Context: an optimization exercise on an open-source flow, tuned for small area and a short achievable clock period. The choices shown serve that exercise and are no tape-out recipe.
The RTL was checked by simulation tests, not by an equivalence proof against the original design.

==> violet <==
==> flow/design.v (excerpt) <==
module simple_ntt_core #(
  parameter int data_width      = 32,
  parameter int max_buffer_size = 4,
  parameter int modulus         = 3329,
  parameter int root            = 1729
) (
  input  logic                               clk,
  input  logic                               reset,
  input  logic [data_width-1:0]              input_buffer0,
  input  logic [data_width-1:0]              input_buffer1,
  input  logic [data_width-1:0]              input_buffer2,
  input  logic [data_width-1:0]              input_buffer3,
  input  logic [$clog2(max_buffer_size)-1:0] index,
  output logic [data_width-1:0]              output_buffer
);
  logic [19:0] rs;
  logic [19:0] rt;
  logic [1:0] k_r;
  logic v_r;
  wire k0x = index[0];
  wire x1 = input_buffer2[0] ^ k0x;
  wire x2 = input_buffer2[1] ^ k0x;
  wire x3 = input_buffer2[2] ^ k0x;
  wire x4 = input_buffer2[3] ^ k0x;
  wire x5 = input_buffer2[4] ^ k0x;
  wire x6 = input_buffer2[5] ^ k0x;
  wire x7 = input_buffer2[6] ^ k0x;
  wire x8 = input_buffer2[7] ^ k0x;
  wire x9 = input_buffer2[8] ^ k0x;
  wire x10 = input_buffer2[9] ^ k0x;
  wire x11 = input_buffer2[10] ^ k0x;
  wire x12 = input_buffer2[11] ^ k0x;
  wire x13 = input_buffer2[12] ^ k0x;
  wire x14 = input_buffer2[13] ^ k0x;
  wire x15 = input_buffer2[14] ^ k0x;
  wire x16 = input_buffer2[15] ^ k0x;
  ...
==> flow/config.mk <==
export PLATFORM = sky130hd
export DESIGN_NAME = simple_ntt_core
export DESIGN_NICKNAME = simple_ntt_core
export VERILOG_FILES = /design/flow/design.v
export SDC_FILE = /design/flow/constraint.sdc
export NUM_CORES = 4
export LEC_CHECK = 0
export CAP_MARGIN = 20
export CORE_MARGIN = 2
export CORE_UTILIZATION = 80
export CTS_BUF_LIST = sky130_fd_sc_hd__clkbuf_8
export PLACE_DENSITY = 0.9
export SLEW_MARGIN = 70
export SYNTH_HIERARCHICAL = 1
export SYNTH_MINIMUM_KEEP_SIZE = 0
==> flow/constraint.sdc <==
create_clock -name core_clock -period 55.0 [get_ports {clk}]
set_input_delay 11.0000 -clock core_clock [delete_from_list [all_inputs] [get_ports {clk}]]
set_output_delay 11.0000 -clock core_clock [all_outputs]
set_load 0.01 [all_outputs]
standard.sh (not shown) runs the stock make flow with config.mk's settings and CLKGATE_MAP_FILE= SYNTH_SCRIPT=/design/flow/synth_recipe.tcl, a recipe that flattens the netlist after the stock synthesis.
==> flow/flow/run.sh <==
#!/bin/bash
# The standard layout (standard.sh), except that the port buffers are
# made from the smallest buffer cell and the constant outputs share one tie cell.
export BUFFER_PORTS_ARGS="-buffer_cell sky130_fd_sc_hd__buf_1"
export SKIP_REPAIR_TIE_FANOUT=1
bash standard.sh > standard.log 2>&1
==> inputs of raven, as changes to violet <==
--- a/flow/design.v
+++ b/flow/design.v
@@ -891,24 +891,23 @@
   ntt_fa u517 (.a(s501), .b(tv[8]), .c(c516), .s(s517), .co(c517));
   wire s518, c518;
   ntt_fa u518 (.a(s502), .b(tv[9]), .c(c517), .s(s518), .co(c518));
   wire s519, c519;
   ntt_fa u519 (.a(s503), .b(tv[10]), .c(c518), .s(s519), .co(c519));
   wire s520, c520;
   ntt_ha u520 (.a(tv[11]), .b(c519), .s(s520), .co(c520));
   wire [12:0] y521 = {c520, s520, s519, s518, s517, s516, s515, s514, s513, s512, s511, s510, s509};
-  wire [13:0] yq = {1'b0, y521} - 14'd3329;
-  wire [11:0] res = yq[13] ? y521[11:0] : yq[11:0];
-  logic [11:0] out_r;
+  logic [12:0] y_r;
   always_ff @(posedge clk or posedge reset) begin
-    if (reset) out_r <= 12'd0;
-    else       out_r <= res & {12{v_r}};
+    if (reset) y_r <= '0;
+    else       y_r <= y521 & {13{v_r}};
   end
-  assign output_buffer = {20'd0, out_r};
+  wire [13:0] yq = {1'b0, y_r} - 14'd3329;
+  assign output_buffer = {20'd0, yq[13] ? y_r[11:0] : yq[11:0]};
 endmodule
 module ntt_fa (input logic a, input logic b, input logic c, output logic s, output logic co);
   assign s  = a ^ b ^ c;
   assign co = (a & b) | (a & c) | (b & c);
 endmodule
 module ntt_ha (input logic a, input logic b, output logic s, output logic co);
   assign s  = a ^ b;
   assign co = a & b;
==> flow/config.mk (replaced) <==
export PLATFORM = sky130hd
export DESIGN_NAME = simple_ntt_core
export DESIGN_NICKNAME = simple_ntt_core
export VERILOG_FILES = /design/flow/design.v
export SDC_FILE = /design/flow/constraint.sdc
export NUM_CORES = 4
export LEC_CHECK = 0
export CAP_MARGIN = 70
export CORE_MARGIN = 2
export CORE_UTILIZATION = 65
export CTS_BUF_LIST = sky130_fd_sc_hd__clkbuf_8
export PLACE_DENSITY = 0.75
export SLEW_MARGIN = 20
export SYNTH_HIERARCHICAL = 1
export SYNTH_MINIMUM_KEEP_SIZE = 0
==> qor summary <==
Clock sink total: raven 56; violet 55
Post-synthesis adder-cell area fraction: raven 0.634; violet 0.641
Highest Clock Rate: raven 62.5 MHz; violet 63.6 MHz
Total wire length: raven 20.6 mm; violet 23.2 mm
Worst clock skew on the final layout: raven 0.00385 ns; violet 0.00908 ns
Number of optimization iterations in the first detailed-route pass: raven 4; violet 5
Worst path max stage delay: raven 0.69 ns; violet 0.65 ns
Avg Synthesized Cell Area: raven 12.9 um2; violet 13.0 um2
Result of the run: raven finished clean; violet finished clean
Number of filler instances in the final layout: raven 1028; violet 566
Number of distinct standard cells referenced by the synthesized netlist: raven 46; violet 52
Worst reg2reg endpoint: raven y_r[11]$_DFF_PP0_; violet out_r[5]$_DFF_PP0_
Final instance area: raven 10700 um2; violet 10500 um2
Met3 capacity usage during global routing: raven 0.0296; violet 0.0543
Total area of sequential cells: raven 1190 um2; violet 1170 um2
Via count of the routed design: raven 5854; violet 6126
Share of the core filled with cells in the final layout: raven 0.711; violet 0.878
First-pass GRT wire length: raven 34.1 mm; violet 36.3 mm
Multi-input gate count: raven 585; violet 576
Fraction of layout instances using a drive strength above 1: raven 0.0403; violet 0.0402

==> re-timing with driven ports <==
In the flow no input, the clock included, has a driving cell. The finished layouts below were timed again as built, in two steps. Step 1 (the two cells are an assumption about what drives the block):
set clk [get_ports {clk}]
set_driving_cell -lib_cell sky130_fd_sc_hd__clkbuf_16 $clk
set_driving_cell -lib_cell sky130_fd_sc_hd__buf_2 [delete_from_list [all_inputs] $clk]
Step 2 times the ports against the registers' clock, not the clock port: input delays grow and output delays shrink by t, the midpoint of the rising clock arrivals with the driver on. a / b / c = no drivers / after step 1 / after step 2; a / b = the first two.
| run | shift t [ns] | setup slack, ns | worst register clock-pin slew, ns | worst slew at a driven data input, ns |
|---|---|---|---|---|
| violet | 0.340 | 39.281 / 39.273 / 38.933 | 0.09 / 0.09 | 0.07 |
| raven | 0.340 | 39.008 / 39.019 / 38.679 | 0.09 / 0.09 | 0.04 |
After both steps every run listed still meets setup and hold. The setup slack of violet, which loses most, moves by -0.008 ns with the drivers and by -0.348 ns with both steps.
